This is an optimization exercise on Yosys and OpenROAD, whose aim is small area, a short achievable clock period and few clock cycles per item, not a production implementation.
No run shown here included a check of the RTL's function; only the layout flow was run.
Power and IR drop assume default switching activity.

## flow/design.v (module list and top-level ports; edited modules follow where they fit)
// module cce_coeff_store: 29 lines
// module cce_step_unit: 783 lines
// module cce_seq: 122 lines
// module chebyshev_clenshaw_evaluator_top: 178 lines
module chebyshev_clenshaw_evaluator_top #(
    parameter int MAX_TERMS = cce_pkg::MAX_TERMS_DEF,
    parameter int NRING     = 1
) (
    input  wire logic                                aclk,
    input  wire logic                                aresetn,
    input  wire logic                                cfg_valid,
    output logic                                     cfg_ready,
    input  wire logic [cce_pkg::DEG_W-1:0]           cfg_data,
    input  wire logic                                s_valid,
    output logic                                     s_ready,
    input  wire logic [cce_pkg::KIND_W-1:0]          s_kind,
    input  wire logic [cce_pkg::INDEX_W-1:0]         s_coeff_index,
    input  wire logic signed [cce_pkg::COEFF_W-1:0]  s_coeff_value,
    input  wire logic signed [cce_pkg::POINT_W-1:0]  s_point,
    output logic                                     m_valid,
    input  wire logic                                m_ready,
    output logic signed [cce_pkg::ACC_W-1:0]         m_value,
    output logic                                     m_saturated
);
  // ...
==> flow/run.sh <==
#!/bin/bash
# synth_recipe.tcl (not shown) runs the flow's synth.tcl, then flattens the netlist and writes it again
# the make line also repeats each setting of config.mk as NAME=value (left out here)
make -C /OpenROAD-flow-scripts/flow DESIGN_CONFIG=/design/flow/config.mk WORK_HOME=/design/flow/orfs CLKGATE_MAP_FILE= SYNTH_SCRIPT=/design/flow/synth_recipe.tcl finish
==> flow/config.mk <==
export PLATFORM = sky130hd
export DESIGN_NAME = chebyshev_clenshaw_evaluator_top
export DESIGN_NICKNAME = chebyshev_clenshaw_evaluator_top
export VERILOG_FILES = /design/flow/design.v
export SDC_FILE = /design/flow/constraint.sdc
export NUM_CORES = 4
export LEC_CHECK = 0
export CAP_MARGIN = 20
export CORE_MARGIN = 2
export CORE_UTILIZATION = 40
export SLEW_MARGIN = 20
==> flow/constraint.sdc <==
create_clock -name core_clock -period 11.0 [get_ports {aclk}]
set_input_delay 2.2000 -clock core_clock [delete_from_list [all_inputs] [get_ports {aclk}]]
set_output_delay 2.2000 -clock core_clock [all_outputs]
set_load 0.01 [all_outputs]
==> metrics.csv, run 1 <==
metric,value,unit
status,finished clean,
fin_crit_sh,64.44,%
clockBufferCount,107,
synth_mux_area_share,7.996,%
timing.critical_path.from,degree_reg[0],
hp-start,g_ring[0].u_ring.g1_reg[0],
synthTopCellsByCount,"edfxtp_1 (343), dfxtp_1 (329), inv_1 (285)",
largest_reg_flops,288,
slowest_delay,730,ps
grt_pass1_vias,26420,
yosys.area_share.simple,6.218,%
io_pins,84,
max_freq,0.1411,GHz
routedWlPerCell,23.70,um
grt_pass1_wl,168000,um
vias,26350,
synth_area_leaders,"edfxtp_1 (27%), dfxtp_1 (17%), fa_1 (12%)",
p_comb,4.82,mW
hold_depth,0,
layout_commonest_cell,edfxtp_1,
overflow,0,
yosys_register_bits,672,
powerSeq,3.27,mW
grt_use_met3,4.532,%
placed_area,0.04059,mm^2
worst_hold_path_type,flip-flop to flip-flop,
die_area,0.09893,mm^2
r2r_cells,25,
start_util,40.48,%
ys_seq_area_share,43.78,%
==> module chebyshev_clenshaw_evaluator_top, before the edit <==
module chebyshev_clenshaw_evaluator_top #(
    parameter int MAX_TERMS = cce_pkg::MAX_TERMS_DEF,
    parameter int NRING     = 1
) (
    input  wire logic                                aclk,
    input  wire logic                                aresetn,
    input  wire logic                                cfg_valid,
    output logic                                     cfg_ready,
    input  wire logic [cce_pkg::DEG_W-1:0]           cfg_data,
    input  wire logic                                s_valid,
    output logic                                     s_ready,
    input  wire logic [cce_pkg::KIND_W-1:0]          s_kind,
    input  wire logic [cce_pkg::INDEX_W-1:0]         s_coeff_index,
    input  wire logic signed [cce_pkg::COEFF_W-1:0]  s_coeff_value,
    input  wire logic signed [cce_pkg::POINT_W-1:0]  s_point,
    output logic                                     m_valid,
    input  wire logic                                m_ready,
    output logic signed [cce_pkg::ACC_W-1:0]         m_value,
    output logic                                     m_saturated
);
    localparam int CW = cce_pkg::COEFF_W;
    localparam int PW = cce_pkg::POINT_W;
    localparam int AW = cce_pkg::ACC_W;
    localparam int BW = cce_pkg::BTH_W;
    localparam int NR = NRING;
    localparam int TW = (NRING > 2) ? 3 : 2;
    logic                 s_ready_reg;
    logic                 buf_v_reg;
    logic                 buf_kind_reg;
    logic [3:0]           buf_idx_reg;
    logic [CW-1:0]        buf_val_reg;
    logic                 ldq_v_reg;
    logic [3:0]           ldq_idx_reg;
    logic [CW-1:0]        ldq_val_reg;
    logic [3:0]           degree_reg;
    logic [CW-1:0]        ctop_reg;       
    logic                 dirty_reg;      
    logic                 blk1_reg;       
    logic                 blk2_reg;
    logic [TW-1:0]        ins_cnt_reg;
    logic [TW-1:0]        del_cnt_reg;
    logic                 out_v_reg;
    logic [AW-1:0]        out_val_reg;
    logic                 out_sat_reg;
    logic          req_v, req_kind;
    logic [3:0]    req_idx;
    logic [CW-1:0] req_val;
    logic [PW-1:0] req_pt;
    logic [BW-1:0] req_bth;
    assign req_v    = buf_v_reg || s_valid;
    assign req_kind = buf_v_reg ? buf_kind_reg : s_kind;
    assign req_idx  = buf_v_reg ? buf_idx_reg : s_coeff_index;
    assign req_val  = buf_v_reg ? buf_val_reg : s_coeff_value;
    assign req_pt   = buf_v_reg ? buf_val_reg[PW-1:0] : s_point;
    assign req_bth  = cce_pkg::booth(req_pt);
    logic [NR-1:0]          mid2, idle2, fin2, done2, reads;
    logic [NR-1:0][TW-1:0]  tag2;
    logic [NR-1:0][AW-1:0]  res_val;
    logic [NR-1:0]          res_sat;
    logic [NR-1:0][3:0]     rd_addr;
    logic [NR-1:0][CW-1:0]  rd_data;
    logic [NR-1:0]          deliver_r, free_r, ins_r;
    logic [3:0] ins_addr;
    logic       ins_last;
    assign ins_addr = (degree_reg == 4'd0) ? 4'd0 : degree_reg - 4'd1;
    assign ins_last = (degree_reg <= 4'd1);
    logic ins_any, ld, deliver;
    assign ld      = req_v && (req_kind == cce_pkg::KIND_LOAD) && !(|reads);
    assign ins_any = req_v && (req_kind == cce_pkg::KIND_EVAL) && (|free_r) && !blk1_reg && !blk2_reg;
    assign deliver = |deliver_r;
    for (genvar r = 0; r < NR; r++) begin : g_ring
        assign deliver_r[r] = done2[r] && (tag2[r] == del_cnt_reg) && (!out_v_reg || m_ready);
        assign free_r[r]    = idle2[r] || (fin2[r] && deliver_r[r]);
        if (r == 0) begin : g_first
            assign ins_r[r] = ins_any && free_r[r];
        end else begin : g_next
            assign ins_r[r] = ins_any && free_r[r] && !(|free_r[r-1:0]);
        end
        cce_seq #(
            .TAG_W (TW)
        ) u_ring (
            .aclk     (aclk),
            .aresetn  (aresetn),
            .mid2     (mid2[r]),
            .idle2    (idle2[r]),
            .fin2     (fin2[r]),
            .done2    (done2[r]),
            .tag2     (tag2[r]),
            .reads    (reads[r]),
            .res_val  (res_val[r]),
            .res_sat  (res_sat[r]),
            .rd_addr  (rd_addr[r]),
            .rd_data  (rd_data[r]),
            .rd_top   ((r == 0) && dirty_reg),
            .degree   (degree_reg),
            .ins_addr (ins_addr),
            .ins_last (ins_last),
            .deliver  (deliver_r[r]),
            .ins      (ins_r[r]),
            .ins_tag  (ins_cnt_reg),
            .ins_bth  (req_bth),
            .ins_b    (ctop_reg)
        );
    end
    logic [AW-1:0] dlv_val;
    logic          dlv_sat;
    always_comb begin
        dlv_val = res_val[0];
        dlv_sat = res_sat[0];
        for (int r = 1; r < NR; r++) begin
            if (done2[r] && (tag2[r] == del_cnt_reg)) begin
                dlv_val = res_val[r];
                dlv_sat = res_sat[r];
            end
        end
    end
    cce_coeff_store #(
        .NRD (NR)
    ) u_store (
        .aclk     (aclk),
        .aresetn  (aresetn),
        .wr_en    (ldq_v_reg),
        .wr_index (ldq_idx_reg),
        .wr_data  (ldq_val_reg),
        .rd_addr  (rd_addr),
        .rd_data  (rd_data)
    );
    assign s_ready   = s_ready_reg;
    assign cfg_ready = 1'b1;
    always_ff @(posedge aclk) begin
        if (ins_any) begin
            ins_cnt_reg <= ins_cnt_reg + 1'b1;
        end
        if (deliver) begin
            del_cnt_reg <= del_cnt_reg + 1'b1;
            out_val_reg <= dlv_val;
            out_sat_reg <= dlv_sat;
        end
        out_v_reg <= deliver || (out_v_reg && !m_ready);
        if (!buf_v_reg) begin
            buf_kind_reg <= s_kind;
            buf_idx_reg  <= s_coeff_index;
            buf_val_reg  <= (s_kind == cce_pkg::KIND_EVAL) ? CW'(s_point) : s_coeff_value;
        end
        buf_v_reg   <= req_v && !(ins_any || ld);
        s_ready_reg <= !(req_v && !(ins_any || ld));
        ldq_v_reg   <= ld;
        ldq_idx_reg <= req_idx;
        ldq_val_reg <= req_val;
        if (cfg_valid) begin
            degree_reg <= cfg_data;
        end
        if (ldq_v_reg && (ldq_idx_reg == degree_reg)) begin
            ctop_reg <= (degree_reg == 4'd0) ? '0 : ldq_val_reg;
        end else if (dirty_reg) begin
            ctop_reg <= (degree_reg == 4'd0) ? '0 : rd_data[0];
        end
        dirty_reg <= cfg_valid;
        blk1_reg  <= cfg_valid || ld;
        blk2_reg  <= blk1_reg;
        if (!aresetn) begin
            ins_cnt_reg <= '0;
            del_cnt_reg <= '0;
            out_v_reg   <= 1'b0;
            buf_v_reg   <= 1'b0;
            s_ready_reg <= 1'b1;
            ldq_v_reg   <= 1'b0;
            degree_reg  <= '0;
            ctop_reg    <= '0;
            dirty_reg   <= 1'b0;
            blk1_reg    <= 1'b1;
            blk2_reg    <= 1'b1;
        end
    end
    assign m_valid     = out_v_reg;
    assign m_value     = out_val_reg;
    assign m_saturated = out_sat_reg;
endmodule
==> run 2: changes to the inputs <==
--- a/flow/design.v
+++ b/flow/design.v
@@ -975,3 +975,3 @@
     parameter int MAX_TERMS = cce_pkg::MAX_TERMS_DEF,
-    parameter int NRING     = 1
+    parameter int NRING     = 2
 ) (
==> run 2 against run 1 <==
Against the previous run:
- largest cell class unchanged
- synthesized cell count is 100% higher
- global-route usage is 4.6 points higher
- combinational power grew to 2.7 times the previous value
==> metrics.csv, run 2 <==
metric,value,unit,change
required,11590,ps,"was 11,500 ps"
cts_setup_buffers,0,,unchanged
drive_above_1_share,8.418,%,was 11.58%
met2_usage,42.48,%,was 34.61%
power.density,307.6,mW/mm^2,was 246.9 mW/mm^2
clk_path_buf_depth,3,,unchanged
syn_to_final_growth,10.11,%,was 11.83%
ant_nets,0,,unchanged
synthArstFlopShare,0,%,unchanged
tightest_slew,1231,ps,was 1163 ps
cts_root_buf,clkbuf_16,,unchanged
finalSetupViolCount,0,,unchanged
seq_area,0.02215,mm^2,was 0.01690 mm^2
fin_util,44.50,%,was 45.27%
cap_violations,0,,unchanged
timing.rr.end,g_ring[0].u_ring.dd2_reg[33],,was g_ring[0].u_ring.dd2_reg[32]
htree_levels,3,,unchanged
antenna_found_initial,10,,was 2
synthTopCellsByCount,"nand2_1 (771), dfxtp_1 (590), inv_1 (544)",,"was edfxtp_1 (343), dfxtp_1 (329), inv_1 (285)"
tns,0,ps,unchanged
reg2reg_from,degree_reg[0],,unchanged
place.gp.congestion,0.9403,,was 0.9118
start_util,40.42,%,was 40.48%
dp_hpwl,154600,um,"was 77,750 um"
crit_fanout,39,,was 47
grt_usage,27.04,%,was 22.45%
final_nets,7309,,"was 3,732"
grt_pass1_vias,52920,,was 26.42k
synth.most_common_cell,nand2_1,,was edfxtp_1
synth_top_area_cell,dfxtp_1,,was edfxtp_1
route.detailed.drc,0,,unchanged
cpMostUsedCell,buf_4,,was nor2_1
yosys_warnings,3,,unchanged
min_to,g_ring[1].u_ring.dd1_reg[33],,was g_ring[0].u_ring.g2_reg[0]
cts_hold_buf,0,,unchanged
clock-sinks,933,,was 672
max_slew_margin,17.79,%,was 20.22%
drt_iter0_markers,6112,,"was 2,638"
hold_viol,0,,unchanged
layout_commonest_cell,nand2_1,,was edfxtp_1
multiInputGateArea,0.03891,mm^2,was 0.01976 mm^2
die_w,407.3,um,was 314.5 um
io_pins,84,,unchanged
overflow,0,,unchanged
io_buffers,82,,unchanged
rsz0062_at_grt,no,,unchanged
fin_crit_sh,77.15,%,was 64.44%
wl,229100,um,"was 110,800 um"
crit_arrival,9070,ps,was 7590 ps
largest_reg_flops,288,,unchanged
ys_seq_area_share,33.99,%,was 43.78%
ir_worst_vdd,0.0002124,V,was 0.0001306 V
start_kind,flip-flop,,unchanged
r2r_cells,27,,was 25
coreArea,0.1609,mm^2,was 0.09529 mm^2
viasPerCell,5.939,,was 5.637
grt_pass1_wl,343300,um,"was 168,000 um"
synth_edf_count,343,,unchanged
post_cts_resized,0,,unchanged
yosys.area.top_type_share,18.16,%,was 26.70%
syn_nets,7540,,"was 3,762"
synth_area_leaders,"dfxtp_1 (18%), edfxtp_1 (16%), fa_1 (14%)",,"was edfxtp_1 (27%), dfxtp_1 (17%), fa_1 (12%)"
syn_inst,6842,,"was 3,379"
timing.reg2reg.setup_slack,2510,ps,was 3910 ps
grt_use_met3,6.156,%,was 4.532%
cts_tree,yes,,unchanged
vias,52640,,was 26.35k
hold_depth,0,,unchanged
slowest_delay,650,ps,was 730 ps
clk_latency,770,ps,was 650 ps
p_leak,27.86,nW,was 15.92 nW
critPathCaptureType,flip-flop,,unchanged
fin_crit,8486,ps,was 7089 ps
top_usage_layer,met2,,unchanged
grt_use_met1,35.76,%,was 31.50%
status,finished clean,,unchanged
routedWlPerCell,25.85,um,was 23.70 um
syn_area_per_cell,9.507,um^2,was 11.42 um^2
skew,85.28,ps,was 32.17 ps
synth.distinct_cells,92,,was 82
finalMaxSlewViolations,0,,unchanged
yosys_register_bits,933,,was 672
fillCellCount,15200,,"was 8,778"
path_clk_slew,60,ps,about the same
grt_max_degree,101,,was 56
synth-main-ff-cell,dfxtp_1,,was edfxtp_1
cpMaxStageDelayCell,a211oi_1,,was buf_4
max_freq,0.1178,GHz,was 0.1411 GHz
synth_area,0.06504,mm^2,was 0.03857 mm^2
hp-start,g_ring[1].u_ring.dd2_reg[33],,was g_ring[0].u_ring.g1_reg[0]
worst_hold_path_type,flip-flop to flip-flop,,unchanged
chipHeight,407.3,um,was 314.5 um
cts_buffers,107,,was 74
path_class,flip-flop to flip-flop,,unchanged
die_area,0.1659,mm^2,was 0.09893 mm^2
num_rows,147,,was 113
dr.pass1.iters,6,,unchanged
layout_common_cells,"nand2_1 (769), dfxtp_1 (558), inv_1 (544), a22oi_1 (517), fa_1 (458)",,"was edfxtp_1 (343), dfxtp_1 (315), inv_1 (285), a22oi_1 (270), nand2_1 (230)"
==> run 2: cell count changes in the layout (fill, tap and decap cells not counted), moves of 76 or more <==
cell      change
inv_1       +259
a22oi_1     +247
nand2_1     +539
mux2i_1     +105
dfxtp_1     +243
buf_4        +90
a21oi_1     +129
a311oi_1     +76
nor2_1      +229
ha_1         +86
xnor2_1     +154
nand3_1     +117
fa_1        +229
xor2_1      +184
==> run 2: worst max path at each step <==
stage                   from                           end  slack (ps)  depth (start not counted)
2_1_floorplan  degree_reg[0]  g_ring[0].u_ring.dd2_reg[33]        4660                         27
3_3_place_gp   degree_reg[0]  g_ring[0].u_ring.dd2_reg[33]        2830                         27
3_5_place_dp   degree_reg[0]  g_ring[0].u_ring.dd2_reg[33]        2700                         27
4_1_cts        degree_reg[0]  g_ring[0].u_ring.dd2_reg[33]        2580                         27
5_1_grt        degree_reg[1]  g_ring[0].u_ring.dd2_reg[33]        2180                         27
6_report       degree_reg[0]  g_ring[0].u_ring.dd2_reg[33]        2510                         27
==> run 2: area by class of cell <==
cell class	instances	share of cell area, %
flip-flops and latches	933	30.93
multi-input cells	4783	54.33
repair buffers	234	2.792
clock inverters	64	1.267
inverters	552	2.893
diodes	3	0.01048
well taps	2160	3.774
clock buffers	134	4.006
==> run 2: cells by family (layout without fill, tap and decap cells) <==
group,after synthesis,after routing,share of synthesized area [%]
AOI/OAI and AO/OA,1579,1579,17.00
xor gates and xnor gates,680,680,9.156
adders and majority gates,651,651,17.81
buffers and inverters,1126,984,6.577
DFF,933,933,33.99
muxes,288,288,4.717
other,1,4,0.005765
and+or+nand+nor,1584,1584,10.74
==> run 2: worst max-delay path: cells and delay by family (launching register included) <==
kind / cells / cell delay, ps
and+or+nand+nor: 5 / 1110
DFF: 1 / 580
adders and majority gates: 2 / 570
buffers and inverters: 4 / 1160
muxes: 1 / 290
AOI/OAI and AO/OA: 15 / 4580
==> run 2: per-stage QoR <==
step	worst slack [ps]	area [um^2]	hold WS, ps	total power, mW	instances
6_report	2514	71620	322.8	22.03	8863
5_1_grt	2178	71610	324.3	23.55	8860
4_1_cts	2580	71590	318.4	21.82	8859
3_5_place_dp	2697	67820	312.1	17.86	8661
3_3_place_gp	2834	67820	311.6	17.78	8661
2_1_floorplan	4662	65040	309.6	13.41	6842
==> run 2: routing by layer <==
layer,part of all wire (%),vias up,wire [um]
met3,9.9,566,22640
met5,0.033,-,76
met4,4.4,12,10090
met2,45,2840,102000
li1,-,23180,-
met1,41,26040,94240
==> run 2: power by group <==
group / switching (mW) / internal [mW]
registers: 0.710 / 4.61
clock network: 1.60 / 2.23
logic: 8.19 / 4.69
==> module cce_seq, before the edit <==
module cce_seq #(
    parameter int TAG_W = 2
) (
    input  wire logic                               aclk,
    input  wire logic                               aresetn,
    output logic                                    mid2,      
    output logic                                    idle2,     
    output logic                                    fin2,      
    output logic                                    done2,     
    output logic [TAG_W-1:0]                        tag2,
    output logic                                    reads,     
    output logic [cce_pkg::ACC_W-1:0]               res_val,
    output logic                                    res_sat,
    output logic [cce_pkg::INDEX_W-1:0]             rd_addr,
    input  wire logic [cce_pkg::COEFF_W-1:0]        rd_data,
    input  wire logic                               rd_top,     
    input  wire logic [cce_pkg::INDEX_W-1:0]        degree,
    input  wire logic [cce_pkg::INDEX_W-1:0]        ins_addr,   
    input  wire logic                               ins_last,   
    input  wire logic                               deliver,
    input  wire logic                               ins,
    input  wire logic [TAG_W-1:0]                   ins_tag,
    input  wire logic [cce_pkg::BTH_W-1:0]          ins_bth,
    input  wire logic [cce_pkg::COEFF_W-1:0]        ins_b       
);
    localparam int AW = cce_pkg::ACC_W;
    localparam int DW = cce_pkg::DD_W;
    localparam int RW = cce_pkg::ROW_W;
    localparam int BW = cce_pkg::BTH_W;
    logic [1:0]       st1_reg;
    logic [3:0]       k1_reg;
    logic             f1_reg;
    logic [TAG_W-1:0] g1_reg;
    logic [BW-1:0]    bth1_reg;
    logic [AW-1:0]    b1_reg;
    logic [DW-1:0]    dd1_reg;
    logic [1:0]       st2_reg;
    logic [3:0]       k2_reg;
    logic             f2_reg;
    logic [TAG_W-1:0] g2_reg;
    logic [BW-1:0]    bth2_reg;
    logic [DW-1:0]    dd2_reg;
    logic [RW-1:0]    ra2_reg;
    logic [RW-1:0]    rb2_reg;
    logic [RW-1:0] ra_n, rb_n;
    cce_step_unit u_step (
        .one (bth1_reg[7:0]),
        .two (bth1_reg[15:8]),
        .neg (bth1_reg[23:16]),
        .b   (b1_reg),
        .dd  (dd1_reg),
        .ra  (ra_n),
        .rb  (rb_n)
    );
    logic               reads1, park1, last_n;
    logic [DW-1:0]      x, y, dd_n;
    assign reads1  = (st1_reg == cce_pkg::LN_RUN) && (k1_reg != 4'd0);
    assign park1   = (st1_reg == cce_pkg::LN_PARK);
    assign rd_addr = rd_top ? degree : (reads1 ? (k1_reg - 4'd1) : ins_addr);
    assign last_n  = reads1 ? (k1_reg == 4'd1) : ins_last;
    assign x       = last_n ? {DW'(signed'(rd_data)), 1'b0} : DW'(signed'(rd_data));
    assign y       = reads1 ? (last_n ? {b1_reg[AW-1], b1_reg[AW-1], b1_reg, 1'b0}
                                      : {{3{b1_reg[AW-1]}}, b1_reg})
                            : '0;
    assign dd_n    = park1 ? DW'(b1_reg) : (x - y);
    logic [RW-1:0]  s;
    logic [AW-1:0]  mid_value, last_value;
    logic           mid_clip, last_clip;
    assign s = ra2_reg + rb2_reg;
    always_comb begin
        mid_clip  = !((s[47:44] == 4'b0000) || (s[47:44] == 4'b1111));
        mid_value = s[44:13];
        if (mid_clip) begin
            mid_value = s[47] ? cce_pkg::ACC_MIN : cce_pkg::ACC_MAX;
        end
        last_clip  = !((s[47:45] == 3'b000) || (s[47:45] == 3'b111));
        last_value = s[45:14];
        if (last_clip) begin
            last_value = s[47] ? cce_pkg::ACC_MIN : cce_pkg::ACC_MAX;
        end
    end
    logic park2, park_now;
    assign mid2     = (st2_reg == cce_pkg::LN_RUN) && (k2_reg != 4'd0);
    assign fin2     = (st2_reg == cce_pkg::LN_RUN) && (k2_reg == 4'd0);
    assign park2    = (st2_reg == cce_pkg::LN_PARK);
    assign idle2    = !(mid2 || fin2 || park2);
    assign done2    = fin2 || park2;
    assign tag2     = g2_reg;
    assign park_now = done2 && !deliver;
    assign reads    = ((st1_reg == cce_pkg::LN_RUN) && (k1_reg != 4'd0)) || mid2;
    assign res_val = park2 ? dd2_reg[AW-1:0] : last_value;
    assign res_sat = park2 ? f2_reg : (f2_reg | last_clip);
    always_ff @(posedge aclk) begin
        st2_reg  <= st1_reg;
        k2_reg   <= k1_reg;
        f2_reg   <= f1_reg;
        g2_reg   <= g1_reg;
        bth2_reg <= bth1_reg;
        dd2_reg  <= dd_n;
        ra2_reg  <= ra_n;
        rb2_reg  <= rb_n;
        if (mid2) begin
            st1_reg <= cce_pkg::LN_RUN;
        end else if (park_now) begin
            st1_reg <= cce_pkg::LN_PARK;
        end else if (ins) begin
            st1_reg <= cce_pkg::LN_RUN;
        end else begin
            st1_reg <= cce_pkg::LN_IDLE;
        end
        k1_reg   <= mid2 ? (k2_reg - 4'd1) : ins_addr;
        bth1_reg <= mid2 ? bth2_reg : ins_bth;
        dd1_reg  <= dd2_reg;
        g1_reg   <= (mid2 || park_now) ? g2_reg : ins_tag;
        f1_reg   <= mid2 ? (f2_reg | mid_clip) : (park_now && res_sat);
        b1_reg   <= mid2 ? mid_value : (park_now ? res_val : AW'(signed'(ins_b)));
        if (!aresetn) begin
            st1_reg <= cce_pkg::LN_IDLE;
            st2_reg <= cce_pkg::LN_IDLE;
        end
    end
endmodule
==> run 3: changes to the inputs <==
--- a/flow/design.v
+++ b/flow/design.v
@@ -865,3 +865,3 @@
     input  wire logic                               rd_top,     
-    input  wire logic [cce_pkg::INDEX_W-1:0]        degree,
+    input  wire logic [cce_pkg::INDEX_W-1:0]        top_addr,   
     input  wire logic [cce_pkg::INDEX_W-1:0]        ins_addr,   
@@ -885,2 +885,5 @@
     logic [DW-1:0]    dd1_reg;
+    logic [3:0]       rda1_reg;       
+    logic             rds1_reg;       
+    logic             lst1_reg;       
     logic [1:0]       st2_reg;
@@ -903,12 +906,10 @@
     );
-    logic               reads1, park1, last_n;
+    logic               park1;
     logic [DW-1:0]      x, y, dd_n;
-    assign reads1  = (st1_reg == cce_pkg::LN_RUN) && (k1_reg != 4'd0);
     assign park1   = (st1_reg == cce_pkg::LN_PARK);
-    assign rd_addr = rd_top ? degree : (reads1 ? (k1_reg - 4'd1) : ins_addr);
-    assign last_n  = reads1 ? (k1_reg == 4'd1) : ins_last;
-    assign x       = last_n ? {DW'(signed'(rd_data)), 1'b0} : DW'(signed'(rd_data));
-    assign y       = reads1 ? (last_n ? {b1_reg[AW-1], b1_reg[AW-1], b1_reg, 1'b0}
-                                      : {{3{b1_reg[AW-1]}}, b1_reg})
-                            : '0;
+    assign rd_addr = rda1_reg;
+    assign x       = lst1_reg ? {DW'(signed'(rd_data)), 1'b0} : DW'(signed'(rd_data));
+    assign y       = rds1_reg ? (lst1_reg ? {b1_reg[AW-1], b1_reg[AW-1], b1_reg, 1'b0}
+                                          : {{3{b1_reg[AW-1]}}, b1_reg})
+                              : '0;
     assign dd_n    = park1 ? DW'(b1_reg) : (x - y);
@@ -962,2 +963,18 @@
         dd1_reg  <= dd2_reg;
+        if (mid2 && (k2_reg != 4'd1)) begin
+            rds1_reg <= 1'b1;
+            lst1_reg <= (k2_reg == 4'd2);
+            rda1_reg <= k2_reg - 4'd2;
+        end else if (!mid2 && ins && (ins_addr != 4'd0)) begin
+            rds1_reg <= 1'b1;
+            lst1_reg <= (ins_addr == 4'd1);
+            rda1_reg <= ins_addr - 4'd1;
+        end else begin
+            rds1_reg <= 1'b0;
+            lst1_reg <= ins_last;
+            rda1_reg <= ins_addr;
+        end
+        if (rd_top) begin
+            rda1_reg <= top_addr;
+        end
         g1_reg   <= (mid2 || park_now) ? g2_reg : ins_tag;
@@ -975,3 +992,3 @@
     parameter int MAX_TERMS = cce_pkg::MAX_TERMS_DEF,
-    parameter int NRING     = 2
+    parameter int NRING     = 1
 ) (
@@ -1066,4 +1083,4 @@
             .rd_data  (rd_data[r]),
-            .rd_top   ((r == 0) && dirty_reg),
-            .degree   (degree_reg),
+            .rd_top   ((r == 0) && cfg_valid),
+            .top_addr (cfg_data),
             .ins_addr (ins_addr),
--- a/flow/config.mk
+++ b/flow/config.mk
@@ -7,2 +7,3 @@
 export LEC_CHECK = 0
+export ABC_CLOCK_PERIOD_IN_PS = 3000
 export CAP_MARGIN = 20
==> run 3 against run 2 <==
Against the previous run:
- global-route usage down 3.5 points
- critical path type unchanged
- highest routed layer unchanged
- via count down 48%
- clock power down 29%
- clock skew down 56 ps
==> metrics.csv, run 3 <==
metric,value,unit,change
cts_root_buf,clkbuf_16,,unchanged
yosys_warnings,3,,unchanged
tns,0,ps,unchanged
p_leak,16.10,nW,was 27.86 nW
crit_chain,"mux4_2, mux4_2, nand2_1, or2_2, ha_1, inv_1, fa_1, a211oi_1, o21ai_0, o311ai_0, a211oi_1, o211ai_1, a21oi_1, a31oi_1, a21oi_1, or3b_2, a21oi_1",,
synth.most_common_cell,edfxtp_1,,was nand2_1
num_rows,115,,was 147
clk_path_buf_depth,3,,unchanged
yosys.area.top_type_share,26.17,%,was 18.16%
viasPerCell,5.729,,was 5.939
path_clk_slew,60,ps,about the same
clk_latency,640,ps,was 770 ps
drive_above_1_share,12.12,%,was 8.418%
post_cts_resized,0,,unchanged
die_area,0.1009,mm^2,was 0.1659 mm^2
synthArstFlopShare,0,%,unchanged
cp.buffers_inverters,1,,was 4
finalSetupViolCount,0,,unchanged
route.detailed.drc,0,,unchanged
grt_pass1_wl,180100,um,"was 343,300 um"
ir_worst_vdd,0.0002043,V,was 0.0002124 V
synthTopCellsByCount,"edfxtp_1 (343), dfxtp_1 (335), inv_1 (272)",,"was nand2_1 (771), dfxtp_1 (590), inv_1 (544)"
cap_violations,0,,unchanged
final_nets,3847,,"was 7,309"
syn_nets,3884,,"was 7,540"
grt_usage,23.53,%,was 27.04%
grt_max_degree,74,,was 101
syn_to_final_growth,11.90,%,was 10.11%
finalMaxSlewViolations,0,,unchanged
fin_crit_sh,55.81,%,was 77.15%
synth-main-ff-cell,edfxtp_1,,was dfxtp_1
setup_ws,4861,ps,was 2514 ps
layout_commonest_cell,edfxtp_1,,was nand2_1
rsz0062_at_grt,no,,unchanged
tightest_slew,1143,ps,was 1231 ps
antenna_cells,0,,was 3
path_delay_family,compound AO/OA/AOI/OAI gates,,unchanged
fillCellCount,8963,,was 15.20k
layout_common_cells,"edfxtp_1 (343), dfxtp_1 (316), inv_1 (272), a22oi_1 (269), nand2_1 (249)",,"was nand2_1 (769), dfxtp_1 (558), inv_1 (544), a22oi_1 (517), fa_1 (458)"
hold_viol,0,,unchanged
die_w,317.7,um,was 407.3 um
worst_hold_path_type,flip-flop to flip-flop,,unchanged
coreArea,0.09799,mm^2,was 0.1609 mm^2
io_pins,84,,unchanged
start_util,40.16,%,was 40.42%
cts_setup_buffers,0,,unchanged
htree_levels,3,,unchanged
slowest_delay,950,ps,was 650 ps
vias,27560,,was 52.64k
power.density,260.9,mW/mm^2,was 307.6 mW/mm^2
antenna_found_initial,2,,was 10
io_buffers,82,,unchanged
placed_area,0.04137,mm^2,was 0.06782 mm^2
start_kind,flip-flop,,unchanged
synth_area_leaders,"edfxtp_1 (26%), dfxtp_1 (17%), fa_1 (12%)",,"was dfxtp_1 (18%), edfxtp_1 (16%), fa_1 (14%)"
skew,29.41,ps,was 85.28 ps
grt_pass1_vias,27950,,was 52.92k
wl,120400,um,"was 229,100 um"
overflow,0,,unchanged
cts_hold_buf,0,,unchanged
synth_edf_count,343,,unchanged
crit_arrival,6700,ps,was 9070 ps
cpMaxStageDelayCell,dfxtp_4,,was a211oi_1
final_area,0.04403,mm^2,was 0.07162 mm^2
place.gp.congestion,0.9076,,was 0.9403
syn_inst,3500,,"was 6,842"
clock-sinks,678,,was 933
max_slew_margin,23.69,%,was 17.79%
cpMostUsedCell,a21oi_1,,was buf_4
cts_buffers,76,,was 107
largest_reg_flops,288,,unchanged
routedWlPerCell,25.02,um,was 25.85 um
ant_nets,0,,unchanged
yosys_register_bits,678,,was 933
required,11570,ps,"was 11,590 ps"
crit_fanout,47,,was 39
drt_iter0_markers,2983,,"was 6,112"
dr.pass1.iters,6,,unchanged
dp_hpwl,78690,um,"was 154,600 um"
syn_area_per_cell,11.24,um^2,was 9.507 um^2
max_freq,0.1629,GHz,was 0.1178 GHz
ys_seq_area_share,43.22,%,was 33.99%
status,finished clean,,unchanged
chipHeight,317.7,um,was 407.3 um
synth_area,0.03935,mm^2,was 0.06504 mm^2
fin_crit,6139,ps,was 8486 ps
path_class,flip-flop to flip-flop,,unchanged
critPathCaptureType,flip-flop,,unchanged
synth.distinct_cells,88,,was 92
cts_tree,yes,,unchanged
synth_top_area_cell,edfxtp_1,,was dfxtp_1
post-place-ws,4818,ps,was 2697 ps
==> run 3: path summary, 6_finish.rpt <==
kind                                                      to  cells past startpoint  slack, ps                    startpoint
worst min register to register  g_ring[0].u_ring.dd1_reg[33]                      0        320  g_ring[0].u_ring.dd2_reg[33]
worst max-delay path            g_ring[0].u_ring.dd2_reg[34]                     17       4860  g_ring[0].u_ring.rda1_reg[0]
worst min-delay path            g_ring[0].u_ring.dd1_reg[33]                      0        320  g_ring[0].u_ring.dd2_reg[33]
worst max register to register  g_ring[0].u_ring.dd2_reg[34]                     17       4860  g_ring[0].u_ring.rda1_reg[0]
==> run 3: routing by layer <==
| metal | wire length (um) | global-route usage, % |
|---|---|---|
| met5 | 20 | 0 |
| met4 | 4190 | 8.794 |
| met3 | 11590 | 5.381 |
| met2 | 55850 | 38.24 |
| met1 | 48710 | 30.71 |
==> run 3: logic make-up (layout without fill, tap and decap cells) <==
kind of cell,Yosys count,in the layout,share of synthesized area [%]
adder cells (fa/ha/maj),336,336,15.05
AND/OR/NAND/NOR,596,596,7.043
XOR/XNOR,346,346,7.701
multiplexers,179,179,7.781
flip-flops,678,678,43.22
buffers and inverters,544,568,5.342
AO/OA/AOI/OAI,820,820,13.85
other,1,1,0.009530
==> run 3: per-stage QoR <==
| step | std cells | power, mW | hold slack (ps) | utilization, % |
|---|---|---|---|---|
| after floorplan | 3500 | 6.697 | 309.6 | - |
| after global placement | 4671 | 8.637 | 310.0 | 42.21 |
| after detailed placement | 4672 | 8.648 | 312.1 | 42.22 |
| after CTS | 4811 | 11.38 | 324.6 | 44.94 |
| after global routing | 4811 | 12.08 | 335.1 | 44.94 |
| final | 4811 | 11.49 | 323.7 | 44.94 |
==> run 3: cell type report <==
class	instances	area (um^2)	share of cell area, %
Inverter	276	1036	2.353
Multi-Input combinational cell	2278	20340	46.18
Sequential cell	678	17040	38.69
Clock buffer	103	2222	5.046
Clock inverter	36	440.4	1.000
Tap cell	1287	1610	3.657
Timing Repair Buffer	153	1354	3.074
==> run 3: power by group <==
group,internal (mW),total [mW],switching [mW]
Clock,1.62,2.70,1.08
Combinational,1.82,5.44,3.62
Sequential,3.10,3.35,0.249
==> run 3: worst register-to-register path: stages, from the launching register on <==
cell      delay (ps)
dfxtp_4          950
mux4_2           640
mux4_2           780
nand2_1          170
or2_2            120
ha_1             170
inv_1             50
fa_1             430
a211oi_1         220
o21ai_0          190
o311ai_0         680
a211oi_1         220
o211ai_1         310
a21oi_1          150
a31oi_1          250
a21oi_1          140
or3b_2           480
a21oi_1          160
==> run 4: changes to the inputs <==
==> flow/flow/run.sh (new file) <==
#!/bin/bash
set -euo pipefail
MARGIN=${MARGIN:-7}
bash standard.sh finish \
  "SETUP_SLACK_MARGIN=${MARGIN}" \
  "BUFFER_PORTS_ARGS=-buffer_cell sky130_fd_sc_hd__buf_4" \
  > standard_make.log 2>&1
==> flow/standard.sh (new file) <==
#!/bin/bash
# synth_recipe.tcl (not shown) runs the flow's synth.tcl, then flattens the netlist and writes it again
# the make line also repeats each setting of config.mk as NAME=value (left out here)
make -C /OpenROAD-flow-scripts/flow DESIGN_CONFIG=/design/flow/config.mk WORK_HOME=/design/flow/orfs CLKGATE_MAP_FILE= SYNTH_SCRIPT=/design/flow/synth_recipe.tcl "${@:-finish}"
removed: flow/run.sh
==> run 4 against run 3 <==
Against the previous run:
- area after synthesis stayed put
- highest routed layer is now met4
- critical endpoint is now g_ring[0].u_ring.dd2_reg[31]
- worst setup slack gained 1600 ps
- die area unchanged
- sequential power barely moved
- largest cell class unchanged
- sequential share of layout area fell by 1.2 points
==> metrics.csv, run 4 <==
metric,value,unit,change
status,finished clean,,unchanged
wl,124900,um,"was 120,400 um"
synth_area_leaders,"edfxtp_1 (26%), dfxtp_1 (17%), fa_1 (12%)",,unchanged
max_slew_margin,21.96,%,was 23.69%
syn_to_final_growth,15.65,%,was 11.90%
synthTopCellsByCount,"edfxtp_1 (343), dfxtp_1 (335), inv_1 (272)",,unchanged
syn_inst,3500,,unchanged
viasPerCell,5.795,,was 5.729
rsz0062_at_grt,yes,,was no
hold_viol,0,,unchanged
die_area,0.1009,mm^2,unchanged
final_nets,3934,,"was 3,847"
clk_latency,640,ps,about the same
ant_nets,0,,unchanged
num_rows,115,,unchanged
layout_commonest_cell,edfxtp_1,,unchanged
start_kind,flip-flop,,unchanged
fin_crit,4499,ps,was 6139 ps
layout_common_cells,"edfxtp_1 (343), dfxtp_1 (313), inv_1 (270), a22oi_1 (268), nand2_1 (230)",,"was edfxtp_1 (343), dfxtp_1 (316), inv_1 (272), a22oi_1 (269), nand2_1 (249)"
power,11.75,mW,was 11.49 mW
clock-sinks,678,,unchanged
finalSetupViolCount,0,,unchanged
yosys_warnings,3,,unchanged
crit_arrival,5000,ps,was 6700 ps
path_clk_slew,60,ps,about the same
fin_crit_sh,40.90,%,was 55.81%
finalMaxSlewViolations,0,,unchanged
synth.distinct_cells,88,,unchanged
crit_chain,"buf_12, buf_12, buf_16, mux4_2, mux4_2, nand2_2, o21ai_1, ha_1, buf_4, nand2_1, o21ai_0, a32o_2, nor3_4, a21oi_4, o41ai_2, buf_4, o31ai_4, o41ai_4, xor2_1, o21ai_1",,"was mux4_2, mux4_2, nand2_1, or2_2, ha_1, inv_1, fa_1, a211oi_1, o21ai_0, o311ai_0, a211oi_1, o211ai_1, a21oi_1, a31oi_1, a21oi_1, or3b_2, a21oi_1"
grt_pass1_wl,184700,um,"was 180,100 um"
cts_root_buf,clkbuf_16,,unchanged
cts_hold_buf,0,,unchanged
crit_fanout,6,,was 47
io_pins,84,,unchanged
cap_violations,0,,unchanged
io_buffers,82,,unchanged
ir_worst_vdd,0.0002066,V,was 0.0002043 V
route.detailed.drc,0,,unchanged
required,11500,ps,"was 11,570 ps"
antenna_cells,0,,unchanged
largest_reg_flops,288,,unchanged
critPathCaptureType,flip-flop,,unchanged
skew,20.51,ps,was 29.41 ps
cts_tree,yes,,unchanged
tightest_slew,1171,ps,was 1143 ps
clk_path_buf_depth,3,,unchanged
power.density,258.3,mW/mm^2,was 260.9 mW/mm^2
antenna_found_initial,0,,was 2
synth_edf_count,343,,unchanged
chipHeight,317.7,um,unchanged
grt_max_degree,76,,was 74
syn_area_per_cell,11.24,um^2,unchanged
synth.most_common_cell,edfxtp_1,,unchanged
place.gp.congestion,0.9141,,was 0.9076
tns,0,ps,unchanged
dr.pass1.iters,6,,unchanged
die_w,317.7,um,unchanged
synth_top_area_cell,edfxtp_1,,unchanged
drt_iter0_markers,2979,,"was 2,983"
grt_pass1_vias,28420,,was 27.95k
routedWlPerCell,25.49,um,was 25.02 um
coreArea,0.09799,mm^2,unchanged
slowest_delay,560,ps,was 950 ps
synth-main-ff-cell,edfxtp_1,,unchanged
max_freq,0.2222,GHz,was 0.1629 GHz
dp_hpwl,78630,um,"was 78,690 um"
syn_nets,3884,,unchanged
grt_usage,24.23,%,was 23.53%
htree_levels,3,,unchanged
path_class,flip-flop to flip-flop,,unchanged
start_util,40.16,%,unchanged
p_leak,16.88,nW,was 16.10 nW
yosys_register_bits,678,,unchanged
cts_buffers,78,,was 76
vias,28400,,was 27.56k
yosys.area.top_type_share,26.17,%,unchanged
synth_area,0.03935,mm^2,unchanged
fin_util,46.44,%,was 44.94%
ys_seq_area_share,43.22,%,unchanged
synthArstFlopShare,0,%,unchanged
cpMaxStageDelayCell,mux4_2,,was dfxtp_4
drive_above_1_share,19.79,%,was 12.12%
worst_hold_path_type,flip-flop to flip-flop,,unchanged
overflow,0,,unchanged
run 4: cell count changes in the layout (fill, tap and decap cells not counted), moves of 10 or more:
cell             change
a21oi_1             -20
a21oi_2             +18
buf_16              +10
buf_4              +136
clkdlybuf4s50_1     -82
nand2_1             -19
nand2_2             +16
o21ai_0             -32
o21ai_1             +23
run 4: cell type report:
cell class                      count  area (um^2)
Fill cell                        8831        52480
Clock inverter                     42        447.9
Inverter                          276         1041
Timing Repair Buffer              235         2130
Sequential cell                   678        17050
Tap cell                         1287         1610
Multi-Input combinational cell   2281        21060
Clock buffer                      101         2170
run 4: worst max-delay path: cells and delay by family, from the launching register on:
family,cells,cell delay [ps]
AND/OR/NAND/NOR,3,340
adder cells (fa/ha/maj),1,400
AO/OA/AOI/OAI,8,1180
flip-flops,1,400
multiplexers,2,1070
XOR/XNOR,1,170
buffers and inverters,5,790
run 4: layer usage:
layer	routed length, um	share of wire, %	vias to the layer above	track usage, %
li1	-	-	12480	-
met1	49070	39	14070	30.99
met2	57830	46	1485	39.47
met3	11960	9.6	367	6.146
met4	6026	4.8	0	9.460
met5	0	0	-	0
run 4: repair_timing:
item | in CTS | in global routing
cloned | 7 | 3
resized for setup | 89 | 71
endpoints found under the setup margin | 99 | 65
buffers inserted | 59 | 24
pin swaps | 55 | 49
run 4: cells by family after synthesis:
group	count (synthesis)	synth area share, %
AO/OA/AOI/OAI	820	13.85
XOR/XNOR	346	7.701
adder cells (fa/ha/maj)	336	15.05
buffers and inverters	544	5.342
flip-flops	678	43.22
multiplexers	179	7.781
other	1	0.009530
AND/OR/NAND/NOR	596	7.043
run 4: worst paths after layout:
| check | from | endpoint | slack, ps | depth (start not counted) |
|---|---|---|---|---|
| setup / recovery | g_ring[0].u_ring.rda1_reg[0] | g_ring[0].u_ring.dd2_reg[31] | 6500 | 20 |
| hold / removal | g_ring[0].u_ring.g1_reg[0] | g_ring[0].u_ring.g2_reg[0] | 320 | 0 |
| setup reg to reg | g_ring[0].u_ring.rda1_reg[0] | g_ring[0].u_ring.dd2_reg[31] | 6500 | 20 |
| hold reg to reg | g_ring[0].u_ring.g1_reg[0] | g_ring[0].u_ring.g2_reg[0] | 320 | 0 |
run 4: per-stage QoR:
step | hold WS, ps | instances | worst slack [ps] | instance area [um^2]
CTS | 324.6 | 4873 | 6468 | 44950
floorplan | 309.6 | 3500 | 6061 | 39700
finish | 318.7 | 4900 | 6501 | 45510
global placement | 310.2 | 4664 | 5137 | 41280
detailed placement | 321.4 | 4664 | 5117 | 41280
global route | 333.6 | 4900 | 6310 | 45510
run 4: where the power goes:
part           internal, mW  leakage (nW)  total (mW)  switching [mW]
logic                  1.98          9.69        5.79            3.81
clock network          1.57          1.30        2.65            1.08
registers              3.10          5.89        3.32           0.218
==> run 5: changes to the inputs <==
--- a/flow/design.v
+++ b/flow/design.v
@@ -992,3 +992,3 @@
     parameter int MAX_TERMS = cce_pkg::MAX_TERMS_DEF,
-    parameter int NRING     = 1
+    parameter int NRING     = 2
 ) (
==> flow/run.sh (new file) <==
#!/bin/bash
# synth_recipe.tcl (not shown) runs the flow's synth.tcl, then flattens the netlist and writes it again
# the make line also repeats each setting of config.mk as NAME=value (left out here)
make -C /OpenROAD-flow-scripts/flow DESIGN_CONFIG=/design/flow/config.mk WORK_HOME=/design/flow/orfs CLKGATE_MAP_FILE= SYNTH_SCRIPT=/design/flow/synth_recipe.tcl finish
removed: flow/flow/run.sh
removed: flow/standard.sh
==> run 5 against run 4 <==
Against the previous run:
- fmax is 34% lower
- register-to-register slack lost 2300 ps
- final area up 55%
- via count increased by 70%
- final cell count is 66% higher
- wire length rose by 69%
- worst hold slack better by 7.9 ps
- critical path depth fell by 2
- critical endpoint unchanged
- highest routed layer is now met5
==> metrics.csv, run 5 <==
metric,value,unit,change
synth.distinct_cells,103,,was 88
fin_crit_sh,61.65,%,was 40.90%
status,finished clean,,unchanged
skew,58.15,ps,was 20.51 ps
r2r_cells,18,,was 20
synth_edf_count,343,,unchanged
p_sw_share,45.32,%,was 43.43%
grt_max_degree,71,,was 76
syn_nets,6866,,"was 3,884"
syn_inst,6149,,"was 3,500"
grt_usage,25.65,%,was 24.23%
coreArea,0.1600,mm^2,was 0.09799 mm^2
clk_latency,750,ps,was 640 ps
crit_chain,"buf_4, mux4_2, mux4_2, nand3_1, o21ai_0, ha_1, nor2b_1, o21ai_0, a21boi_1, o2111ai_1, a21oi_1, o21bai_1, a2111oi_1, nor3_1, o31a_1, o21ai_1, xnor2_1, o21ai_1",,"was buf_12, buf_12, buf_16, mux4_2, mux4_2, nand2_2, o21ai_1, ha_1, buf_4, nand2_1, o21ai_0, a32o_2, nor3_4, a21oi_4, o41ai_2, buf_4, o31ai_4, o41ai_4, xor2_1, o21ai_1"
grt_pass1_wl,316500,um,"was 184,700 um"
layout_common_cells,"dfxtp_1 (568), inv_1 (539), a22oi_1 (522), fa_1 (458), nand2_1 (380)",,"was edfxtp_1 (343), dfxtp_1 (313), inv_1 (270), a22oi_1 (268), nand2_1 (230)"
ant_nets,0,,unchanged
yosys.area.top_type_share,18.75,%,was 26.17%
cts_tree,yes,,unchanged
timing.reg2reg.setup_slack,4220,ps,was 6500 ps
ir_worst_vdd,0.0001767,V,was 0.0002066 V
route.detailed.drc,0,,unchanged
finalMaxSlewViolations,0,,unchanged
synth.most_common_cell,dfxtp_1,,was edfxtp_1
finalSetupViolCount,0,,unchanged
die_w,404.8,um,was 317.7 um
syn_area_per_cell,10.45,um^2,was 11.24 um^2
max_slew_margin,19.55,%,was 21.96%
ys_seq_area_share,34.78,%,was 43.22%
slowest_delay,820,ps,was 560 ps
htree_levels,3,,unchanged
power.share.clock,20.0,%,was 22.5%
power.density,258.3,mW/mm^2,about the same
io_pins,84,,unchanged
hp-start,g_ring[1].u_ring.dd2_reg[33],,was g_ring[0].u_ring.g1_reg[0]
required,11600,ps,"was 11,500 ps"
largest_reg_flops,288,,unchanged
clk_path_buf_depth,3,,unchanged
top_usage_layer,met2,,unchanged
rsz0062_at_grt,no,,was yes
p_sw,8.238,mW,was 5.105 mW
vias,48390,,was 28.40k
wl,211200,um,"was 124,900 um"
power,18.18,mW,was 11.75 mW
p_int,9.939,mW,was 6.649 mW
antenna_found_initial,2,,was 0
drive_above_1_share,11.44,%,was 19.79%
yosys_warnings,3,,unchanged
synthArstFlopShare,0,%,unchanged
die_area,0.1639,mm^2,was 0.1009 mm^2
p_leak,26.74,nW,was 16.88 nW
grt_use_met3,4.859,%,was 6.146%
worst_hold_path_type,flip-flop to flip-flop,,unchanged
tightest_slew,1205,ps,was 1171 ps
hold_viol,0,,unchanged
max_freq,0.1475,GHz,was 0.2222 GHz
crit_fanout,46,,was 6
syn_to_final_growth,9.501,%,was 15.65%
reg2reg_from,g_ring[0].u_ring.rda1_reg[0],,unchanged
drt_iter0_markers,5390,,"was 2,979"
crit_arrival,7390,ps,was 5000 ps
timing.rr.end,g_ring[0].u_ring.dd2_reg[31],,unchanged
chipHeight,404.8,um,was 317.7 um
yosys_register_bits,945,,was 678
finalNonFillerCells,8118,,"was 4,900"
start_kind,flip-flop,,unchanged
routedWlPerCell,26.01,um,was 25.49 um
seq_power_share,26.5,%,was 28.2%
grt_use_met1,35.35,%,was 30.99%
grt_pass1_vias,49030,,was 28.42k
cts_buffers,103,,was 78
place.gp.congestion,0.9609,,was 0.9141
hold_depth,0,,unchanged
path_clk_slew,70,ps,was 60 ps
overflow,0,,unchanged
synth-main-ff-cell,dfxtp_1,,was edfxtp_1
synth_top_area_cell,dfxtp_1,,was edfxtp_1
synth_area_leaders,"dfxtp_1 (19%), edfxtp_1 (16%), fa_1 (14%)",,"was edfxtp_1 (26%), dfxtp_1 (17%), fa_1 (12%)"
min_to,g_ring[1].u_ring.dd1_reg[33],,was g_ring[0].u_ring.g2_reg[0]
dp_hpwl,143800,um,"was 78,630 um"
layout_commonest_cell,dfxtp_1,,was edfxtp_1
path_class,flip-flop to flip-flop,,unchanged
cts_root_buf,clkbuf_16,,unchanged
path_delay_family,compound AO/OA/AOI/OAI gates,,unchanged
synth_area,0.06427,mm^2,was 0.03935 mm^2
synthTopCellsByCount,"dfxtp_1 (602), inv_1 (539), a22oi_1 (522)",,"was edfxtp_1 (343), dfxtp_1 (335), inv_1 (272)"
num_rows,147,,was 115
tns,0,ps,unchanged
viasPerCell,5.961,,was 5.795
cts_hold_buf,0,,unchanged
fin_crit,6781,ps,was 4499 ps
cts_setup_buffers,0,,was 59
numPlacedInstances,7923,,"was 4,664"
cpMaxStageDelayCell,buf_4,,was mux4_2
start_util,40.16,%,about the same
clock-sinks,945,,was 678
met2_usage,39.80,%,was 39.47%
cap_violations,0,,unchanged
post_cts_resized,0,,was 89
critPathCaptureType,flip-flop,,unchanged
cp.buffers_inverters,1,,was 5
io_buffers,82,,unchanged
hold_ws,326.6,ps,was 318.7 ps
p_comb_share,53.5,%,was 49.2%
dr.pass1.iters,6,,unchanged
final_nets,6660,,"was 3,934"
-- run 5: cell types whose count changed in the layout (fill, tap and decap cells not counted), moves of 150 or more --
cell     previous run  this run
a22oi_1           268       522
dfxtp_1           313       568
fa_1              228       458
inv_1             270       539
nand2_1           230       380
nor2_1            107       304
xnor2_1           157       307
xor2_1            183       358
-- run 5: final cells by class --
cell class / instances / area [um^2]
antenna: 2 / 5.005
sequential: 945 / 22400
clock inverter: 44 / 553.0
tap: 2086 / 2610
fill: 14950 / 89640
clock buffer: 148 / 2983
multi-input combinational: 4154 / 38110
timing repair buffer: 193 / 1654
inverter: 546 / 2049
-- run 5: power groups by stage --
stage                     clock [mW]  sequential [mW]  combinational (mW)
after floorplan                    0             4.63                6.50
after global placement             0             4.88                9.43
after detailed placement           0             4.88                9.52
after CTS                       3.68             4.81                9.61
after global routing            3.81             4.86                10.7
final                           3.63             4.82                9.73
-- run 5: kinds of logic after synthesis --
logic type | synth area share [%]
buffers and inverters | 6.209
other | 0.005835
muxes | 8.973
xor gates and xnor gates | 9.063
DFF | 34.78
AOI/OAI and AO/OA | 15.11
and+or+nand+nor | 7.482
adders and majority gates | 18.37
-- run 5: worst max path at each step --
| stage | startpoint | endpoint | slack [ps] | cells after the start |
|---|---|---|---|---|
| after floorplan | g_ring[1].u_ring.rda1_reg[0] | g_ring[1].u_ring.dd2_reg[33] | 5670 | 20 |
| after global placement | g_ring[0].u_ring.rda1_reg[0] | g_ring[0].u_ring.dd2_reg[31] | 4150 | 18 |
| after detailed placement | g_ring[0].u_ring.rda1_reg[0] | g_ring[0].u_ring.dd2_reg[31] | 4110 | 18 |
| after CTS | g_ring[0].u_ring.rda1_reg[0] | g_ring[0].u_ring.dd2_reg[31] | 4070 | 18 |
| after global routing | g_ring[0].u_ring.rda1_reg[0] | g_ring[0].u_ring.dd2_reg[29] | 3580 | 18 |
| final | g_ring[0].u_ring.rda1_reg[0] | g_ring[0].u_ring.dd2_reg[31] | 4220 | 18 |
-- run 5: routing by layer --
metal	vias to the layer above	routed length, um	share of wire (%)
met3	509	19700	9.3
met2	2615	94550	45
li1	21050	-	-
met5	-	20	0.0095
met1	24220	87690	42
met4	2	9207	4.4
-- run 5: metrics by stage --
stage	setup WS (ps)	cell area (um^2)	util, %
3_3_place_gp	4154	66790	41.74
4_1_cts	4065	70340	43.96
2_1_floorplan	5672	64270	-
6_report	4219	70370	43.98
3_5_place_dp	4111	66810	41.75
5_1_grt	3578	70370	43.98
==> run 6: changes to the inputs <==
--- a/flow/design.v
+++ b/flow/design.v
@@ -867,3 +867,2 @@
     input  wire logic [cce_pkg::INDEX_W-1:0]        ins_addr,   
-    input  wire logic                               ins_last,   
     input  wire logic                               deliver,
@@ -887,4 +886,5 @@
     logic             rds1_reg;       
-    logic             lst1_reg;       
-    logic [1:0]       st2_reg;
+    logic             mid2_reg;       
+    logic             fin2_reg;       
+    logic             park2_reg;      
     logic [3:0]       k2_reg;
@@ -893,3 +893,5 @@
     logic [BW-1:0]    bth2_reg;
-    logic [DW-1:0]    dd2_reg;
+    logic [AW-1:0]    b2_reg;
+    logic [cce_pkg::COEFF_W-1:0] c2_reg;
+    logic             rds2_reg;
     logic [RW-1:0]    ra2_reg;
@@ -897,2 +899,4 @@
     logic [RW-1:0] ra_n, rb_n;
+    logic [DW-1:0] dd_row;
+    assign dd_row = (k1_reg == 4'd0) ? {dd1_reg[DW-2:0], 1'b0} : dd1_reg;
     cce_step_unit u_step (
@@ -902,3 +906,3 @@
         .b   (b1_reg),
-        .dd  (dd1_reg),
+        .dd  (dd_row),
         .ra  (ra_n),
@@ -906,11 +910,3 @@
     );
-    logic               park1;
-    logic [DW-1:0]      x, y, dd_n;
-    assign park1   = (st1_reg == cce_pkg::LN_PARK);
     assign rd_addr = rda1_reg;
-    assign x       = lst1_reg ? {DW'(signed'(rd_data)), 1'b0} : DW'(signed'(rd_data));
-    assign y       = rds1_reg ? (lst1_reg ? {b1_reg[AW-1], b1_reg[AW-1], b1_reg, 1'b0}
-                                          : {{3{b1_reg[AW-1]}}, b1_reg})
-                              : '0;
-    assign dd_n    = park1 ? DW'(b1_reg) : (x - y);
     logic [RW-1:0]  s;
@@ -931,6 +927,8 @@
     end
+    logic [DW-1:0] dd_n;
+    assign dd_n = DW'(signed'(c2_reg)) - (rds2_reg ? DW'(signed'(b2_reg)) : '0);
     logic park2, park_now;
-    assign mid2     = (st2_reg == cce_pkg::LN_RUN) && (k2_reg != 4'd0);
-    assign fin2     = (st2_reg == cce_pkg::LN_RUN) && (k2_reg == 4'd0);
-    assign park2    = (st2_reg == cce_pkg::LN_PARK);
+    assign mid2     = mid2_reg;
+    assign fin2     = fin2_reg;
+    assign park2    = park2_reg;
     assign idle2    = !(mid2 || fin2 || park2);
@@ -940,13 +938,17 @@
     assign reads    = ((st1_reg == cce_pkg::LN_RUN) && (k1_reg != 4'd0)) || mid2;
-    assign res_val = park2 ? dd2_reg[AW-1:0] : last_value;
+    assign res_val = park2 ? b2_reg : last_value;
     assign res_sat = park2 ? f2_reg : (f2_reg | last_clip);
     always_ff @(posedge aclk) begin
-        st2_reg  <= st1_reg;
-        k2_reg   <= k1_reg;
-        f2_reg   <= f1_reg;
-        g2_reg   <= g1_reg;
-        bth2_reg <= bth1_reg;
-        dd2_reg  <= dd_n;
-        ra2_reg  <= ra_n;
-        rb2_reg  <= rb_n;
+        mid2_reg  <= (st1_reg == cce_pkg::LN_RUN) && (k1_reg != 4'd0);
+        fin2_reg  <= (st1_reg == cce_pkg::LN_RUN) && (k1_reg == 4'd0);
+        park2_reg <= (st1_reg == cce_pkg::LN_PARK);
+        k2_reg    <= k1_reg;
+        f2_reg    <= f1_reg;
+        g2_reg    <= g1_reg;
+        bth2_reg  <= bth1_reg;
+        b2_reg    <= b1_reg;
+        c2_reg    <= rd_data;
+        rds2_reg  <= rds1_reg;
+        ra2_reg   <= ra_n;
+        rb2_reg   <= rb_n;
         if (mid2) begin
@@ -962,6 +964,5 @@
         bth1_reg <= mid2 ? bth2_reg : ins_bth;
-        dd1_reg  <= dd2_reg;
+        dd1_reg  <= dd_n;
         if (mid2 && (k2_reg != 4'd1)) begin
             rds1_reg <= 1'b1;
-            lst1_reg <= (k2_reg == 4'd2);
             rda1_reg <= k2_reg - 4'd2;
@@ -969,3 +970,2 @@
             rds1_reg <= 1'b1;
-            lst1_reg <= (ins_addr == 4'd1);
             rda1_reg <= ins_addr - 4'd1;
@@ -973,3 +973,2 @@
             rds1_reg <= 1'b0;
-            lst1_reg <= ins_last;
             rda1_reg <= ins_addr;
@@ -984,3 +983,5 @@
             st1_reg <= cce_pkg::LN_IDLE;
-            st2_reg <= cce_pkg::LN_IDLE;
+            mid2_reg  <= 1'b0;
+            fin2_reg  <= 1'b0;
+            park2_reg <= 1'b0;
         end
@@ -992,3 +993,3 @@
     parameter int MAX_TERMS = cce_pkg::MAX_TERMS_DEF,
-    parameter int NRING     = 2
+    parameter int NRING     = 1
 ) (
@@ -1053,5 +1054,3 @@
     logic [3:0] ins_addr;
-    logic       ins_last;
     assign ins_addr = (degree_reg == 4'd0) ? 4'd0 : degree_reg - 4'd1;
-    assign ins_last = (degree_reg <= 4'd1);
     logic ins_any, ld, deliver;
@@ -1086,3 +1085,2 @@
             .ins_addr (ins_addr),
-            .ins_last (ins_last),
             .deliver  (deliver_r[r]),
==> flow/flow/run.sh (new file) <==
#!/bin/bash
set -euo pipefail
MARGIN=${MARGIN:-7.6}
bash standard.sh finish \
  "SETUP_SLACK_MARGIN=${MARGIN}" \
  "BUFFER_PORTS_ARGS=-buffer_cell sky130_fd_sc_hd__buf_4" \
  > standard_make.log 2>&1
==> flow/standard.sh (new file) <==
#!/bin/bash
# synth_recipe.tcl (not shown) runs the flow's synth.tcl, then flattens the netlist and writes it again
# the make line also repeats each setting of config.mk as NAME=value (left out here)
make -C /OpenROAD-flow-scripts/flow DESIGN_CONFIG=/design/flow/config.mk WORK_HOME=/design/flow/orfs CLKGATE_MAP_FILE= SYNTH_SCRIPT=/design/flow/synth_recipe.tcl "${@:-finish}"
removed: flow/run.sh
==> run 6 against run 5 <==
Against the previous run:
- clock power fell by 28%
- still clean on timing, DRC and antenna
- area after synthesis fell by 39%
- sequential power fell by 26%
- die area fell by 39%
- synthesized cell count fell by 45%
- combinational power fell by 2.9%
- worst hold slack improved by 0.68 ps
- highest routed layer unchanged
- clock-buffer cell count fell by 51
- largest cell class unchanged
- wire length fell by 41%
==> metrics.csv, run 6 <==
metric,value,unit,change
fin_crit,3652,ps,was 6781 ps
crit_arrival,4140,ps,was 7390 ps
clk_latency,650,ps,was 750 ps
final_nets,3860,,"was 6,660"
tightest_slew,1126,ps,was 1205 ps
grt_usage,24.49,%,was 25.65%
skew,21.50,ps,was 58.15 ps
setup_ws,7348,ps,was 4219 ps
clock-sinks,694,,was 945
die_w,316.7,um,was 404.8 um
yosys_register_bits,694,,was 945
syn_nets,3771,,"was 6,866"
timing.reg2reg.setup_slack,7350,ps,was 4220 ps
min_to,g_ring[0].u_ring.g2_reg[1],,was g_ring[1].u_ring.dd1_reg[33]
final_area,0.04682,mm^2,was 0.07037 mm^2
grt_use_met3,5.367,%,was 4.859%
grt_max_degree,74,,was 71
top_usage_layer,met2,,unchanged
crit_fanout,18,,was 46
synth.distinct_cells,85,,was 103
coreArea,0.09685,mm^2,was 0.1600 mm^2
dp_hpwl,81050,um,"was 143,800 um"
finalMaxSlewViolations,0,,unchanged
place.gp.congestion,0.9501,,was 0.9609
finalSetupViolCount,0,,unchanged
drt_iter0_markers,2798,,"was 5,390"
placed_area,0.04094,mm^2,was 0.06681 mm^2
drive_above_1_share,24.32,%,was 11.44%
hold_ws,327.3,ps,was 326.6 ps
synth_area_leaders,"edfxtp_1 (26%), dfxtp_1 (18%), fa_1 (12%)",,"was dfxtp_1 (19%), edfxtp_1 (16%), fa_1 (14%)"
cts_root_buf,clkbuf_16,,unchanged
syn_inst,3392,,"was 6,149"
multiInputGateArea,0.02149,mm^2,was 0.03811 mm^2
tns,0,ps,unchanged
p_leak,17.36,nW,was 26.74 nW
hold_depth,0,,unchanged
r2r_cells,8,,was 18
power.density,333.6,mW/mm^2,was 258.3 mW/mm^2
vias,27870,,was 48.39k
required,11490,ps,"was 11,600 ps"
overflow,0,,unchanged
chipHeight,316.7,um,was 404.8 um
largest_reg_flops,288,,unchanged
rsz0062_at_grt,yes,,was no
yosys.area.top_type_share,26.33,%,was 18.75%
viasPerCell,5.781,,was 5.961
die_area,0.1003,mm^2,was 0.1639 mm^2
cts_tree,yes,,unchanged
hp-start,g_ring[0].u_ring.g1_reg[1],,was g_ring[1].u_ring.dd2_reg[33]
post-place-ws,6409,ps,was 4111 ps
status,finished clean,,unchanged
timing.critical_path.from,g_ring[0].u_ring.k1_reg[1],,was g_ring[0].u_ring.rda1_reg[0]
seq_area,0.01747,mm^2,was 0.02240 mm^2
wl,124800,um,"was 211,200 um"
syn_area_per_cell,11.53,um^2,was 10.45 um^2
max_slew_margin,24.93,%,was 19.55%
layout_common_cells,"edfxtp_1 (343), dfxtp_1 (288), inv_1 (273), a22oi_1 (270), fa_1 (215)",,"was dfxtp_1 (568), inv_1 (539), a22oi_1 (522), fa_1 (458), nand2_1 (380)"
reg2reg_from,g_ring[0].u_ring.k1_reg[1],,was g_ring[0].u_ring.rda1_reg[0]
synth.most_common_cell,dfxtp_1,,unchanged
max_freq,0.2738,GHz,was 0.1475 GHz
grt_pass1_vias,27580,,was 49.03k
path_clk_slew,60,ps,was 70 ps
synth-main-ff-cell,dfxtp_1,,unchanged
ir_worst_vdd,0.0002580,V,was 0.0001767 V
clk_path_buf_depth,3,,unchanged
synth_area,0.03911,mm^2,was 0.06427 mm^2
met2_usage,38.66,%,was 39.80%
grt_use_met1,33.02,%,was 35.35%
worst_hold_path_type,flip-flop to flip-flop,,unchanged
htree_levels,3,,unchanged
cts_hold_buf,0,,unchanged
num_rows,114,,was 147
synthArstFlopShare,0,%,unchanged
fin_crit_sh,33.20,%,was 61.65%
yosys_warnings,3,,unchanged
antenna_cells,0,,was 2
antenna_found_initial,2,,unchanged
syn_to_final_growth,19.71,%,was 9.501%
fillCellCount,8497,,was 14.95k
timing.rr.end,g_ring[0].u_ring.ra2_reg[26],,was g_ring[0].u_ring.dd2_reg[31]
fin_util,48.34,%,was 43.98%
cap_violations,0,,unchanged
critPathCaptureType,flip-flop,,unchanged
io_buffers,82,,unchanged
ant_nets,0,,unchanged
cts_buffers,76,,was 103
layout_commonest_cell,edfxtp_1,,was dfxtp_1
ys_seq_area_share,44.30,%,was 34.78%
start_kind,flip-flop,,unchanged
hold_viol,0,,unchanged
routedWlPerCell,25.89,um,was 26.01 um
start_util,40.38,%,was 40.16%
synthTopCellsByCount,"dfxtp_1 (351), edfxtp_1 (343), inv_1 (281)",,"was dfxtp_1 (602), inv_1 (539), a22oi_1 (522)"
grt_pass1_wl,182400,um,"was 316,500 um"
synth_edf_count,343,,unchanged
dr.pass1.iters,7,,was 6
path_class,flip-flop to flip-flop,,unchanged
route.detailed.drc,0,,unchanged
synth_top_area_cell,edfxtp_1,,was dfxtp_1
io_pins,84,,unchanged
==> run 6: changes by cell type after synthesis, sizes merged, moves of 140 or more <==
cell and delta:
xor2 -153, inv -262, fa -229, nor2 -204
xnor2 -169, dfxtp -251, nand2 -166, a21oi -140
clkbuf -205, a22oi -252
==> run 6: cell type report <==
cell class                 count  area share [%]
multi-input combinational   2171           45.90
sequential                   694           37.32
timing repair buffer         255           5.636
clock buffer                  97           4.404
tap                         1276           3.410
inverter                     283           2.287
clock inverter                44           1.048
==> run 6: stage by stage <==
stage,std cells,total power [mW]
2_1_floorplan,3392,7.659
3_3_place_gp,4554,10.47
3_5_place_dp,4554,10.47
4_1_cts,4764,14.18
5_1_grt,4820,16.29
6_report,4820,15.62
==> run 6: timing repair <==
item | 4_1_cts | 5_1_grt
setup endpoints to repair | 181 | 153
setup buffers | 62 | 55
resized for setup | 290 | 183
cloned | 7 | 1
pin swaps | 58 | 67
==> run 6: worst max-delay path by stage <==
stage	cells past startpoint	slack, ps	endpoint
6_report	8	7350	g_ring[0].u_ring.ra2_reg[26]
5_1_grt	8	7300	g_ring[0].u_ring.ra2_reg[15]
4_1_cts	8	7410	g_ring[0].u_ring.ra2_reg[26]
3_5_place_dp	8	6410	g_ring[0].u_ring.b1_reg[27]
3_3_place_gp	8	6430	g_ring[0].u_ring.b1_reg[27]
2_1_floorplan	8	6220	g_ring[0].u_ring.rda1_reg[3]
==> run 6: cell families after synthesis <==
family,share of synthesized area [%]
adder cells (fa/ha/maj),14.98
AND/OR/NAND/NOR,7.035
AO/OA/AOI/OAI,12.96
buffers and inverters,5.176
other,0.009588
multiplexers,7.809
XOR/XNOR,7.729
flip-flops,44.30
==> run 6: report_power, final <==
group / internal [mW] / switching, mW
sequential: 3.25 / 0.314
clock: 1.51 / 1.10
combinational: 3.77 / 5.68
total: 8.52 / 7.10
==> run 6: layer usage <==
layer / wire length (um) / up-vias
met2: 56970 / 1396
li1: - / 12160
met1: 51380 / 13950
met4: 5808 / 4
met3: 10610 / 359
met5: 28 / -
==> run 6: critical path: stages, from the launching register on <==
cell     delay, ps
dfxtp_2        320
or4_4          570
buf_12         200
mux2i_4        240
fa_1           540
fa_1           460
fa_1           550
inv_1           50
fa_1           520

[afterwards: timing with drivers on the ports]
In the flow no input, the clock included, has a driving cell. The finished layouts below were timed again as built, in two steps.
Step 1: set_driving_cell puts a clkbuf_16 on aclk and a buf_2 on each other input, an assumption about the parent block.
Step 2 moves the port delays by t, midway between the first and last clock arrival at a register: inputs arrive t later, outputs are due t later. That takes back most of the time a late clock gives input paths.
Three values: no drivers, after step 1, after step 2; two values: the first two.
run | t, ns | slack for setup (ns) | pins driven straight from the clock port
run 1 | 0.698 | 3.911 / 3.911 / 3.911 | 1
run 2 | 0.807 | 2.514 / 2.514 / 2.514 | 1
run 3 | 0.694 | 4.861 / 4.861 / 4.861 | 1
run 4 | 0.700 | 6.501 / 6.501 / 6.501 | 1
run 5 | 0.805 | 4.219 / 4.219 / 4.219 | 1
run 6 | 0.712 | 7.348 / 7.348 / 6.964 | 1
After both steps every run listed still meets setup and hold. The setup slack of run 6, which loses most, moves by 0.000 ns with the drivers and by -0.384 ns with both steps.
